From an optimization exercise on the open Yosys and OpenROAD flow, aimed at small area, a short achievable clock period and few clock cycles; shortcuts taken in it are not production practice.
The RTL was checked by simulation tests, not by an equivalence proof against the original design.
Power figures rest on the tool's default switching activity, not on a simulated workload.

**design/flow/run.sh**
```bash
#!/bin/bash
# synth_recipe.tcl (not shown) runs the flow's synth.tcl, then flattens the netlist and writes it again
# the make line also repeats each setting of config.mk as NAME=value (left out here)
make -C /OpenROAD-flow-scripts/flow DESIGN_CONFIG=/design/flow/config.mk WORK_HOME=/design/flow/orfs CLKGATE_MAP_FILE= SYNTH_SCRIPT=/design/flow/synth_recipe.tcl finish
```
**design/flow/config.mk**
```make
export PLATFORM = sky130hd
export DESIGN_NAME = aether_engine
export DESIGN_NICKNAME = aether_engine
export VERILOG_FILES = /design/flow/design.v
export SDC_FILE = /design/flow/constraint.sdc
export NUM_CORES = 4
export LEC_CHECK = 0
export CAP_MARGIN = 20
export CORE_MARGIN = 2
export CORE_UTILIZATION = 30
export SLEW_MARGIN = 20
```
**design/flow/constraint.sdc**
```tcl
create_clock -name core_clock -period 8.0 [get_ports {clk_i}]
set_input_delay 1.6000 -clock core_clock [delete_from_list [all_inputs] [get_ports {clk_i}]]
set_output_delay 1.6000 -clock core_clock [all_outputs]
set_load 0.01 [all_outputs]
```
**design/flow/design.v**
```verilog
package aether_pkg;
  localparam int DATA_W    = 16;
  localparam int WGT_W     = 8;
  localparam int WGT_DEPTH = 36;   
  localparam int BUF_DEPTH = 64;
  localparam int MEM_DEPTH = 256;
  localparam int BANKS     = 8;    
  localparam logic [15:0] VERSN_VALUE = 16'h6C00;
  localparam logic [15:0] HWRID_VALUE = 16'hB2E9;
  localparam logic [3:0] OP_RDR  = 4'd1;
  localparam logic [3:0] OP_WRR  = 4'd2;
  localparam logic [3:0] OP_STRT = 4'd3;
  localparam logic [3:0] OP_CONT = 4'd4;
  localparam logic [3:0] OP_MOVE = 4'd5;
  localparam logic [3:0] OP_CWGT = 4'd6;
  localparam logic [3:0] OP_RDW  = 4'd7;
endpackage
`timescale 1ns/100ps
module aether_engine (
  input  logic        clk_i,
  input  logic        arst_n_i,
  input  logic [3:0]  instruction_i,
  input  logic [3:0]  param_1_i,
  input  logic [15:0] param_2_i,
  output logic [15:0] data_o,
  output logic        interrupt_o
);
  logic [3:0]  op_q;
  logic [3:0]  sel_q;
  logic [15:0] arg_q;
  always_ff @(posedge clk_i or negedge arst_n_i)
  begin
    if (!arst_n_i)
      op_q <= '0;
    else
      op_q <= instruction_i;
  end
  always_ff @(posedge clk_i)
  begin
    sel_q <= param_1_i;
    arg_q <= param_2_i;
  end
  logic [15:0] mstrt_q;
  logic [15:0] mendd_q;
  logic [2:0]  bcfg1_q;    
  logic [5:0]  wptr_q;
  always_ff @(posedge clk_i or negedge arst_n_i)
  begin
    if (!arst_n_i)
    begin
      mstrt_q <= '0;
      mendd_q <= '0;
      bcfg1_q <= 3'd4;
    end
    else if (op_q == aether_pkg::OP_WRR)
    begin
      case (sel_q)
        4'd2: mstrt_q <= arg_q;
        4'd3: mendd_q <= arg_q;
        4'd4: bcfg1_q <= (arg_q > 16'd4) ? 3'd4 : arg_q[2:0];
        default: ;
      endcase
    end
  end
  always_ff @(posedge clk_i or negedge arst_n_i)
  begin
    if (!arst_n_i)
      wptr_q <= '0;
    else if (op_q == aether_pkg::OP_STRT)
      wptr_q <= '0;
    else if (op_q == aether_pkg::OP_CONT)
      wptr_q <= wptr_q + 6'd1;
  end
  logic       busy_q;
  logic       load_q;      
  logic [4:0] chunk_q;     
  logic [4:0] chunk;
  logic [7:0] last;        
  logic [5:0] total;       
  logic [1:0] load_end;    
  logic       do_move;
  logic       do_load;
  logic       end_chunk;
  logic [2:0] s;           
  assign last  = mendd_q[7:0] - mstrt_q[7:0];
  assign total = 6'(bcfg1_q) * 6'd9;
  assign s     = mstrt_q[2:0];
  always_comb
  begin
    case (bcfg1_q)
      3'd1:    load_end = 2'd0;
      3'd2:    load_end = 2'd1;
      3'd3:    load_end = 2'd1;
      default: load_end = 2'd2;
    endcase
  end
  assign chunk   = busy_q ? chunk_q : 5'd0;
  assign do_move = busy_q ? !load_q : (op_q == aether_pkg::OP_MOVE);
  assign do_load = busy_q ? load_q  : (op_q == aether_pkg::OP_CWGT) && (bcfg1_q != 3'd0);
  assign end_chunk = do_load ? (chunk[1:0] == load_end) : (chunk == last[7:3]);
  always_ff @(posedge clk_i or negedge arst_n_i)
  begin
    if (!arst_n_i)
    begin
      busy_q  <= 1'b0;
      load_q  <= 1'b0;
      chunk_q <= '0;
    end
    else if (do_move || do_load)
    begin
      busy_q  <= !end_chunk;
      load_q  <= do_load;
      chunk_q <= chunk + 5'd1;
    end
  end
  assign interrupt_o = busy_q && (load_q ? (chunk_q[1:0] != load_end)
                                         : (chunk_q != last[7:3]));
  logic [4:0] row [aether_pkg::BANKS];
  for (genvar b = 0; b < aether_pkg::BANKS; b++)
  begin : g_row
    assign row[b] = mstrt_q[7:3] + chunk + 5'(b < s);
  end
  logic [15:0] buf_q [aether_pkg::BUF_DEPTH];
  logic [15:0] bdat  [aether_pkg::BANKS];    
  logic [15:0] wdat  [aether_pkg::BANKS];    
  always_ff @(posedge clk_i)
  begin
    if (op_q == aether_pkg::OP_CONT)
      buf_q[wptr_q] <= arg_q;
  end
  for (genvar b = 0; b < aether_pkg::BANKS; b++)
  begin : g_bread
    assign bdat[b] = buf_q[{chunk[2:0], 3'(b)}];
    assign wdat[b] = bdat[3'(b) - s];
  end
  logic [15:0] ram_q [aether_pkg::MEM_DEPTH];
  logic [15:0] rdat  [aether_pkg::BANKS];    
  logic [15:0] ldat  [aether_pkg::BANKS];    
  for (genvar b = 0; b < aether_pkg::BANKS; b++)
  begin : g_bank
    logic [7:0] off;
    logic       we;
    assign off = {chunk, 3'(3'(b) - s)};
    assign we  = do_move && (off <= last);
    always_ff @(posedge clk_i)
    begin
      if (we)
        ram_q[{row[b], 3'(b)}] <= wdat[b];
    end
    assign rdat[b] = ram_q[{row[b], 3'(b)}];
    assign ldat[b] = rdat[3'(b) + s];
  end
  logic [7:0] wgt_q [aether_pkg::WGT_DEPTH];
  for (genvar i = 0; i < aether_pkg::WGT_DEPTH; i++)
  begin : g_wgt
    logic we;
    assign we = do_load && (chunk[1:0] == 2'(i / 16)) && (6'(i) < total);
    always_ff @(posedge clk_i or negedge arst_n_i)
    begin
      if (!arst_n_i)
        wgt_q[i] <= '0;
      else if (we)
        wgt_q[i] <= (i % 2 == 0) ? ldat[(i / 2) % 8][7:0] : ldat[(i / 2) % 8][15:8];
    end
  end
  logic [15:0] reg_rdata;
  logic [7:0]  wgt_rdata;
  always_comb
  begin
    case (sel_q)
      4'd0:    reg_rdata = aether_pkg::VERSN_VALUE;
      4'd1:    reg_rdata = aether_pkg::HWRID_VALUE;
      4'd2:    reg_rdata = mstrt_q;
      4'd3:    reg_rdata = mendd_q;
      4'd4:    reg_rdata = 16'(bcfg1_q);
      4'd5:    reg_rdata = 16'({load_q & busy_q, !load_q & busy_q});
      default: reg_rdata = '0;
    endcase
  end
  assign wgt_rdata = (arg_q[5:0] < 6'd36) ? wgt_q[arg_q[5:0]] : 8'd0;
  always_ff @(posedge clk_i or negedge arst_n_i)
  begin
    if (!arst_n_i)
      data_o <= '0;
    else if (op_q == aether_pkg::OP_RDR)
      data_o <= reg_rdata;
    else if (op_q == aether_pkg::OP_RDW)
      data_o <= {{8{wgt_rdata[7]}}, wgt_rdata};
  end
endmodule
```
==> flow_summary.toml <==
[clock_tree]
cts_buffers = 575
root_buffer = "clkbuf_16"
path_clk_slew_ns = 0.07
ctsHtreeMaxLevel = 6
tritoncts = "yes"
numClockSinks = 5496
cts_hold_buf = 0
cts_setup_buffers = 0
cts.path.max_buffers = 4
insertion_delay_ns = 1.15
post_cts_resized = 0

[die]
dieArea_um2 = 779000
ios = 43
core.rowCount = 322
initial_utilization = 0.301
core-area_um2 = 769000
fp.dieW_um = 883
dieHeight_um = 883

[power_and_ir_drop]
netSwitchingFraction = 0.401
combPwrFrac = 0.411
power_switching_mw = 43.5
peakVddDrop_mv = 0.285
power_frac_clock = 0.246
p_seq_frac = 0.343
powerDensity_nw_per_um2 = 401
p_int_mw = 65.1
p_leak_nw = 87.3

[logic_synthesis]
yosysWarningCount = 7
netlist_area_um2 = 232000
syn-instance-count = 14000
seq_area_frac_synth = 0.704
ys_ff_latch = 5496
synth.distinct_cells = 119
async_reset_ff_frac = 0.0648
syn-num-nets = 14100
synth_edf_count = 5120
synth_flop_cell = "edfxtp_1"
syn_avg_cell_area_um2 = 16.6

[layout]
final_net_count = 14800
area_delta_synth_final_pct = 16.9
postLayoutCoreUtil = 0.352
drive_above_1_share = 0.236
layout_commonest_cell = "edfxtp_1"
mostFrequentLayoutCells = "5120 x edfxtp_1, 1027 x mux4_2, 974 x nand2_1"
fillers = 71800

[routing]
detail-route-antenna-nets = 0
num_vias = 146000
route.detailed.drc = 0
wl_per_cell_um = 32.6
via_per_inst = 5.75
routed_wl_mm = 829
drt-initial-drc-count = 23200
drt_first_pass_iters = 11

[sta]
rsz0062_at_grt = "false"
relSlewSlack = 0.108
maxSlewViolCount = 0
min_period_over_period = 0.941
clock.fmax_mhz = 133
worst_pin_slew_ns = 1.32
skew_ns = 0.111
holdWs_ns = 0.482
hold_viol = 0
setup_viol = 0
period_needed_ns = 7.53
setup-tns-final_ns = 0

[global_route]
antenna_found_initial = 57
globalRouteTotalUtil = 0.205
grt_most_used_layer = "met2"
grt_pass1_vias = 139000
grtUsageMet3 = 0.0674
grt_max_degree = 150
grt_overflow = 0
grt_pass1_wl_mm = 1140
grt_util_met1 = 0.272
use_met2 = 0.300

[placed_design]
portBuffers = 42
dp.final_hpwl_mm = 529
gp_routability_congestion = 1.03

[critical_path]
startpoint_type = "flip-flop"
cp.buffers_inverters = 3
cp_max_fo = 39
arrival_ns = 8.48
critPathKind = "flip-flop to flip-flop"
required_ns = 8.95
crit_chain = "inv_2, buf_4, ha_1, a21oi_1, ha_4, buf_12, mux4_2, or3_1, a21oi_1, nand2_1, a32oi_1, o2111ai_1, nor3_1, a21oi_1, mux2_2"
cp_top_family = "compound AO/OA/AOI/OAI gates"
end_kind = "flip-flop"
cp_common_cell = "a21oi_1"
crit_slowest_cell = "a32oi_1"
worst_path_largest_cell_delay_ns = 1.02

[hold_path]
min_path_type = "flip-flop to flip-flop"

[flow_run]
drv_cap = 0

[status]
status = "finished clean"
-- registers in the layout (all words and copies together) (netlist names), 3 cells and up --
name     cells
wgt_q      288
bcfg1_q      3
op_q         4
data_o      16
chunk_q      5
sel_q        4
mstrt_q     16
mendd_q     16
wptr_q       6
arg_q       16
buf_q     1024
ram_q     4096
-- synth_stat cells (all sizes together) (35+ instances only) --
master / instances / share of area
o211ai: 77 / 0.0025
nor4: 62 / 0.0018
mux2i: 721 / 0.031
and3: 45 / 0.0012
inv: 47 / 0.00076
nor2: 945 / 0.015
a211oi: 93 / 0.0031
or3: 35 / 0.00094
a22o: 115 / 0.0043
ha: 59 / 0.0032
buf: 325 / 0.0068
a31oi: 100 / 0.0027
mux2: 278 / 0.014
o221ai: 111 / 0.0042
nand4: 72 / 0.0019
clkbuf: 601 / 0.0097
a2111oi: 43 / 0.0017
dfrtp: 355 / 0.038
a21oi: 608 / 0.013
nand2: 982 / 0.016
nand2b: 38 / 0.0010
a221oi: 114 / 0.0044
a222oi: 41 / 0.0018
nor3: 129 / 0.0029
a32o: 40 / 0.0017
o21ai: 514 / 0.011
o22ai: 185 / 0.0050
a32oi: 62 / 0.0023
a22oi: 218 / 0.0071
o31ai: 83 / 0.0028
edfxtp: 5120 / 0.66
nand3: 315 / 0.0068
mux4: 1027 / 0.10
and2: 43 / 0.0012
-- per-layer routing --
metal	part of all wire	vias up
met4	0.063	44
met5	0.00091	-
li1	-	58100
met3	0.12	2284
met2	0.43	9667
met1	0.39	76000
-- cells by family (layout without fill, tap and decap cells) --
kind of cell / Yosys count / count (layout) / synth area share
flops: 5496 / 5496 / 0.704
simple gates: 2752 / 2752 / 0.0519
compound gates: 2623 / 2623 / 0.0763
buf+inv: 980 / 2148 / 0.0174
other cells: 0 / 47 / 0
mux: 2026 / 2026 / 0.145
xor+xnor: 53 / 53 / 0.00269
fa+ha+maj: 63 / 63 / 0.00344
-- stage by stage --
step	area [um^2]	power [mW]	worst slack, ns	instances
after detailed placement	251000	80.7	1.09	24300
final	271000	109	0.471	25400
after floorplan	232000	59.7	1.69	14000
after CTS	270000	107	0.849	25400
after global placement	251000	80.3	1.06	24300
after global routing	271000	111	0.637	25400
-- power by group through the flow --
stage / sequential [mW] / combinational [mW] / clock [mW]
2_1_floorplan: 37.7 / 22.0 / 0
3_3_place_gp: 37.8 / 42.6 / 0
3_5_place_dp: 37.8 / 42.9 / 0
4_1_cts: 37.2 / 43.0 / 27.1
5_1_grt: 37.3 / 45.5 / 28.2
6_report: 37.2 / 44.6 / 26.7
-- worst paths after layout --
kind	start	end	slack (ns)	cells past startpoint
setup / recovery	mstrt_q[2]	wgt_q[1][6]	0.47	15
hold / removal	wgt_q[0][1]	wgt_q[0][1]	0.48	2
setup reg to reg	mstrt_q[2]	wgt_q[1][6]	0.47	15
hold reg to reg	wgt_q[0][1]	wgt_q[0][1]	0.48	2
max in group asynchronous	arst_n_i	chunk_q[2]	5.96	2
min in group asynchronous	arst_n_i	wgt_q[12][2]	0.50	1
-- area by class of cell --
| class | instances | area [um^2] | area share |
|---|---|---|---|
| Antenna cell | 47 | 118 | 0.000434 |
| Timing Repair Buffer | 1045 | 8650 | 0.0319 |
| Inverter | 54 | 213 | 0.000785 |
| Tap cell | 10200 | 12800 | 0.0471 |
| Multi-Input combinational cell | 7517 | 67100 | 0.248 |
| Sequential cell | 5496 | 163000 | 0.602 |
| Clock inverter | 318 | 3650 | 0.0135 |
| Clock buffer | 731 | 15200 | 0.0561 |
-- worst reg2reg max path, cell delays in order (launching register included) --
cell       delay, ns
dfrtp_2         0.59
inv_2           0.34
buf_4           0.56
ha_1            0.47
a21oi_1         0.19
ha_4            0.84
buf_12          0.40
mux4_2          0.64
or3_1           0.32
a21oi_1         0.29
nand2_1         0.53
a32oi_1         1.04
o2111ai_1       0.43
nor3_1          0.29
a21oi_1         0.14
mux2_2          0.32
Testbench counts, summed over its fixed seeds: cycles 5,559.

## afterwards: timing with drivers on the ports
No port has a modelled driver above. Below, the same layout with a new extraction and two added sets of constraints.
Step 1, drivers: a clkbuf_16 drives clk_i and a buf_2 each remaining input, both assumed.
Step 2 adds t to the input delays and takes it off the output delays; t is the mean of the earliest and latest rising clock arrival at the registers after step 1. Input paths then give back, and output paths get back, about the clock's delay inside the block.
Slacks: no drivers / after step 1 / after step 2; pairs: no drivers / after step 1.
t (ns): 1.240
slack for setup (ns): 0.471 / 0.471 / 0.471
worst slew at a driven data input, ns: 0.24
After both steps this run still meets setup and hold. For this run, drivers alone change the setup slack by 0.000 ns; drivers and shift together by 0.000 ns.
